What follows belongs to an exercise in optimizing a design on an open flow for small area, a short achievable clock period and few clock cycles; a production flow would make more cautious choices.
Only simulation tests tie the RTL to the original design; equivalence was not proved.

==> build 84: inputs <==
==> flow/design.v <==
package data_ram_pkg;
  typedef enum logic {
    ST_IDLE  = 1'b0,
    ST_SWEEP = 1'b1
  } state_e;
  function automatic integer lanes_of(input integer d_w, input integer lane_w);
    lanes_of = d_w / lane_w;
  endfunction
endpackage
module data_ram_array #(
  parameter int A_W    = 8,
  parameter int D_W    = 8,
  parameter int LANE_W = 8
) (
  input  logic                    clk,
  input  logic                    we_i,
  input  logic [D_W/LANE_W-1:0]   lane_mask_i,
  input  logic [A_W-1:0]          addr_i,
  input  logic [D_W-1:0]          wdata_i,
  output logic [D_W-1:0]          rdata_o
);
  localparam int LANES = D_W / LANE_W;
  logic [D_W-1:0] mem_q [2**A_W];
  always_ff @(posedge clk) begin
    rdata_o <= mem_q[addr_i];
    for (int k = 0; k < LANES; k++) begin
      if (we_i && lane_mask_i[k]) begin
        mem_q[addr_i][k*LANE_W +: LANE_W] <= wdata_i[k*LANE_W +: LANE_W];
      end
    end
  end
endmodule
module data_ram_sweep #(
  parameter int             A_W       = 7,
  parameter int             D_W       = 16,
  parameter int             LANE_W    = 8,
  parameter logic [D_W-1:0] FILL      = 16'hA5A5,
  parameter bit             SWEEP_RST = 1'b1
) (
  input  logic                              clk,
  input  logic                              clear,
  input  logic                              enable,
  input  logic                              read_en,
  input  logic                              write_en,
  input  logic [A_W-1:0]                    addr,
  input  logic [D_W-1:0]                    datain,
  input  logic [D_W / LANE_W-1:0]  lane_en,
  input  logic                              scrub_req,
  output logic [D_W-1:0]                    dataout,
  output logic                              rd_valid,
  output logic                              busy,
  output logic                              acc_err
);
  localparam int     LANES     = D_W / LANE_W;
  localparam logic RST_STATE = SWEEP_RST ? data_ram_pkg::ST_SWEEP : data_ram_pkg::ST_IDLE;
  logic             state_q, state_d;
  logic [A_W-1:0]   ptr_q, ptr_d;
  logic [D_W-1:0]   hold_q;
  logic             rd_valid_q, rd_valid_d;
  logic             acc_err_q, acc_err_d;
  logic             sweeping, access;
  logic             arr_we;
  logic [LANES-1:0] arr_mask;
  logic [A_W-1:0]   arr_addr;
  logic [D_W-1:0]   arr_wdata, arr_rdata;
  always_ff @(posedge clk or negedge clear) begin
    if (!clear) state_q <= RST_STATE;
    else        state_q <= state_d;
  end
  always_comb begin
    state_d = state_q;
    unique case (state_q)
      data_ram_pkg::ST_IDLE:  if (scrub_req) state_d = data_ram_pkg::ST_SWEEP;
      data_ram_pkg::ST_SWEEP: if (&ptr_q)    state_d = data_ram_pkg::ST_IDLE;
      default:  state_d = data_ram_pkg::ST_IDLE;
    endcase
  end
  always_comb begin
    sweeping   = (state_q == data_ram_pkg::ST_SWEEP);
    busy       = sweeping;
    access     = enable && (read_en || write_en);
    arr_we     = sweeping || (enable && write_en);
    arr_mask   = sweeping ? {LANES{1'b1}} : lane_en;
    arr_addr   = sweeping ? ptr_q : addr;
    arr_wdata  = sweeping ? FILL : datain;
    rd_valid_d = !sweeping && enable && read_en;
    acc_err_d  = sweeping && access;
    ptr_d      = sweeping ? ptr_q + A_W'(1) : '0;
  end
  always_ff @(posedge clk or negedge clear) begin
    if (!clear) begin
      ptr_q      <= '0;
      rd_valid_q <= 1'b0;
      acc_err_q  <= 1'b0;
      hold_q     <= '0;
    end else begin
      ptr_q      <= ptr_d;
      rd_valid_q <= rd_valid_d;
      acc_err_q  <= acc_err_d;
      if (rd_valid_q) hold_q <= arr_rdata;
    end
  end
  data_ram_array #(
    .A_W    (A_W),
    .D_W    (D_W),
    .LANE_W (LANE_W)
  ) u_array (
    .clk         (clk),
    .we_i        (arr_we),
    .lane_mask_i (arr_mask),
    .addr_i      (arr_addr),
    .wdata_i     (arr_wdata),
    .rdata_o     (arr_rdata)
  );
  assign dataout  = rd_valid_q ? arr_rdata : hold_q;
  assign rd_valid = rd_valid_q;
  assign acc_err  = acc_err_q;
endmodule
==> flow/run.sh <==
#!/bin/bash
# synth_recipe.tcl (not shown) runs the flow's synth.tcl, then flattens the netlist and writes it again
# the make line also repeats each setting of config.mk as NAME=value (left out here)
make -C /OpenROAD-flow-scripts/flow DESIGN_CONFIG=/design/flow/config.mk WORK_HOME=/design/flow/orfs CLKGATE_MAP_FILE= SYNTH_SCRIPT=/design/flow/synth_recipe.tcl finish
==> flow/config.mk <==
export PLATFORM = sky130hd
export DESIGN_NAME = data_ram_sweep
export DESIGN_NICKNAME = data_ram_sweep
export VERILOG_FILES = /design/flow/design.v
export SDC_FILE = /design/flow/constraint.sdc
export NUM_CORES = 4
export LEC_CHECK = 0
export CAP_MARGIN = 20
export CORE_MARGIN = 2
export CORE_UTILIZATION = 40
export SLEW_MARGIN = 20
==> flow/constraint.sdc <==
create_clock -name core_clock -period 4.0 [get_ports {clk}]
set_input_delay 0.8000 -clock core_clock [delete_from_list [all_inputs] [get_ports {clk}]]
set_output_delay 0.8000 -clock core_clock [all_outputs]
set_load 0.01 [all_outputs]
==> build 60 (differences from build 84) <==
==> flow/design.v (replaced) <==
package data_ram_pkg;
  typedef enum logic {
    ST_IDLE  = 1'b0,
    ST_SWEEP = 1'b1
  } state_e;
  function automatic integer lanes_of(input integer d_w, input integer lane_w);
    lanes_of = d_w / lane_w;
  endfunction
endpackage
module dr_and2 #(parameter int W = 1) (
  input  logic [W-1:0] a,
  input  logic [W-1:0] b,
  output logic [W-1:0] y
);
  assign y = a & b;
endmodule
module dr_sel8 (
  input  logic [7:0] d,
  input  logic [7:0] s,
  output logic       y
);
  logic [3:0] n;
  for (genvar p = 0; p < 4; p++) begin : g_p
    assign n[p] = ~((d[2*p] & s[2*p]) | (d[2*p+1] & s[2*p+1]));
  end
  assign y = ~(&n);
endmodule
module dr_nand4 #(parameter int W = 1) (
  input  logic [W-1:0] a, b, c, d,
  output logic [W-1:0] y
);
  assign y = ~(a & b & c & d);
endmodule
module dr_nor4 #(parameter int W = 1) (
  input  logic [W-1:0] a, b, c, d,
  output logic [W-1:0] y
);
  assign y = ~(a | b | c | d);
endmodule
module data_ram_array #(
  parameter int             A_W    = 7,
  parameter int             D_W    = 16,
  parameter int             LANE_W = 8,
  parameter logic [D_W-1:0] FILL   = 16'hA5A5
) (
  input  logic                    clk,
  input  logic                    fill_i,        
  input  logic                    we_i,
  input  logic [D_W/LANE_W-1:0]   lane_mask_i,
  input  logic [A_W-1:0]          addr_i,
  input  logic [D_W-1:0]          wdata_i,
  output logic [D_W-1:0]          rdata_o
);
  localparam int LANES = D_W / LANE_W;
  localparam int WORDS = 2**A_W;
  localparam int LO_W  = 3;
  localparam int HI_W  = A_W - LO_W;
  localparam int NLO   = 2**LO_W;
  localparam int NHI   = 2**HI_W;
  logic [D_W-1:0]       mem_q [WORDS];
  logic [D_W-1:0]       wdata;
  logic [NLO-1:0]       lo;           
  logic [NHI-1:0]       hi;           
  logic [LANES*NHI-1:0] hi_we;        
  logic [NLO-1:0]       lo_we;        
  logic [WORDS-1:0]     sel;          
  assign wdata = fill_i ? FILL : wdata_i;
  always_comb begin
    for (int m = 0; m < NLO; m++) begin
      lo[m]    = (addr_i[LO_W-1:0] == LO_W'(m));
      lo_we[m] = fill_i || lo[m];
    end
    for (int j = 0; j < NHI; j++) begin
      hi[j] = (addr_i[A_W-1:LO_W] == HI_W'(j));
      for (int k = 0; k < LANES; k++)
        hi_we[k*NHI+j] = fill_i || (we_i && lane_mask_i[k] && hi[j]);
    end
  end
  always_ff @(posedge clk) begin
    for (int i = 0; i < WORDS; i++) begin
      for (int k = 0; k < LANES; k++) begin
        if (hi_we[k*NHI+i/NLO] && lo_we[i%NLO]) begin
          mem_q[i][k*LANE_W +: LANE_W] <= wdata[k*LANE_W +: LANE_W];
        end
      end
    end
  end
  logic [D_W-1:0] l2 [WORDS/8];
  logic [D_W-1:0] l3 [WORDS/32];
  for (genvar i = 0; i < WORDS; i++) begin : g_sel
    dr_and2 #(.W(1)) u_sel (.a(hi[i/NLO]), .b(lo[i%NLO]), .y(sel[i]));
  end
  for (genvar q = 0; q < WORDS/8; q++) begin : g_l2
    for (genvar b = 0; b < D_W; b++) begin : g_bit
      dr_sel8 u_l2 (
        .d({mem_q[8*q+7][b], mem_q[8*q+6][b], mem_q[8*q+5][b], mem_q[8*q+4][b],
            mem_q[8*q+3][b], mem_q[8*q+2][b], mem_q[8*q+1][b], mem_q[8*q][b]}),
        .s(sel[8*q +: 8]),
        .y(l2[q][b])
      );
    end
  end
  for (genvar r = 0; r < WORDS/32; r++) begin : g_l3
    dr_nor4 #(.W(D_W)) u_l3 (
      .a(l2[4*r]), .b(l2[4*r+1]), .c(l2[4*r+2]), .d(l2[4*r+3]), .y(l3[r])
    );
  end
  dr_nand4 #(.W(D_W)) u_l4 (.a(l3[0]), .b(l3[1]), .c(l3[2]), .d(l3[3]), .y(rdata_o));
endmodule
module data_ram_sweep #(
  parameter int             A_W       = 7,
  parameter int             D_W       = 16,
  parameter int             LANE_W    = 8,
  parameter logic [D_W-1:0] FILL      = 16'hA5A5
) (
  input  logic                              clk,
  input  logic                              clear,
  input  logic                              enable,
  input  logic                              read_en,
  input  logic                              write_en,
  input  logic [A_W-1:0]                    addr,
  input  logic [D_W-1:0]                    datain,
  input  logic [D_W / LANE_W-1:0]           lane_en,
  input  logic                              scrub_req,
  output logic [D_W-1:0]                    dataout,
  output logic                              rd_valid,
  output logic                              busy,
  output logic                              acc_err
);
  logic             init_q;       
  logic [D_W-1:0]   dout_q;
  logic             rd_valid_q, acc_err_q;
  logic             rd_ok, wr_ok, fill;
  logic [D_W-1:0]   arr_rdata;
  assign busy  = init_q;
  assign rd_ok = !init_q && enable && read_en;
  assign wr_ok = !init_q && enable && write_en;
  assign fill  = init_q || scrub_req;
  always_ff @(posedge clk or negedge clear) begin
    if (!clear) begin
      init_q     <= 1'b1;
      rd_valid_q <= 1'b0;
      acc_err_q  <= 1'b0;
      dout_q     <= '0;
    end else begin
      init_q     <= 1'b0;
      rd_valid_q <= rd_ok;
      acc_err_q  <= init_q && enable && (read_en || write_en);
      if (rd_ok) dout_q <= arr_rdata;
    end
  end
  data_ram_array #(
    .A_W    (A_W),
    .D_W    (D_W),
    .LANE_W (LANE_W),
    .FILL   (FILL)
  ) u_array (
    .clk         (clk),
    .fill_i      (fill),
    .we_i        (wr_ok),
    .lane_mask_i (lane_en),
    .addr_i      (addr),
    .wdata_i     (datain),
    .rdata_o     (arr_rdata)
  );
  assign dataout  = dout_q;
  assign rd_valid = rd_valid_q;
  assign acc_err  = acc_err_q;
endmodule
--- a/flow/config.mk
+++ b/flow/config.mk
@@ -9,3 +9,8 @@
 export CORE_MARGIN = 2
-export CORE_UTILIZATION = 40
+export CORE_UTILIZATION = 50
+export CTS_CLUSTER_DIAMETER = 80
+export CTS_CLUSTER_SIZE = 20
+export SETUP_SLACK_MARGIN = 1.8
 export SLEW_MARGIN = 20
+export SYNTH_HIERARCHICAL = 1
+export SYNTH_MINIMUM_KEEP_SIZE = 0
==> impl_metrics.tcl <==
set metrics [dict create \
    status "complete, no violations" \
    power.share.clock 0.311 \
    syn_avg_cell_area_um2 17.4 \
    p_sw_mw 18.7 \
    synth-compound-area-share 0.0648 \
    crit_start "state_q" \
    timing.rr.start "state_q" \
]
the above is filed under build 84

==> impl_metrics.tcl <==
set metrics [dict create \
    violations "max-capacitance violations, max-slew violations" \
    status "finished with violations" \
    crit_start "addr[0]" \
    p_sw_mw 9.48 \
    drv_slew 66 \
    syn_avg_cell_area_um2 19.1 \
    max_cap_viol_count 2 \
]
the above is filed under build 60

Testbench counts of build 84, summed over its fixed seeds: cycles 29,349.
Testbench counts of build 60, summed over its fixed seeds: cycles 21,171.

==> afterwards: timing with drivers on the ports <==
The results above use ideal ports. As a check the final layouts listed here were re-extracted and re-timed, cells and wires unchanged. Step 1, drivers: a clkbuf_16 drives clk and a buf_2 each remaining input, both assumed. Step 2 times the ports against the registers' clock, not the clock port: input delays grow and output delays shrink by t, the midpoint of the rising clock arrivals with the driver on. a / b / c = ideal ports / drivers / drivers and shift; a / b = the first two.
run | shift t [ns] | setup WS [ns] | hold slack, ns | worst setup path after step 2
build 84 | 0.921 | 0.342 / 0.342 / -0.265 | 0.035 / -0.017 / 0.501 | input to register
build 60 | 0.857 | 0.667 / 0.680 / -0.176 | 0.412 / 0.350 / 0.609 | input to register
For build 60, which loses most, drivers alone change the setup slack by +0.013 ns; drivers and shift together by -0.843 ns.
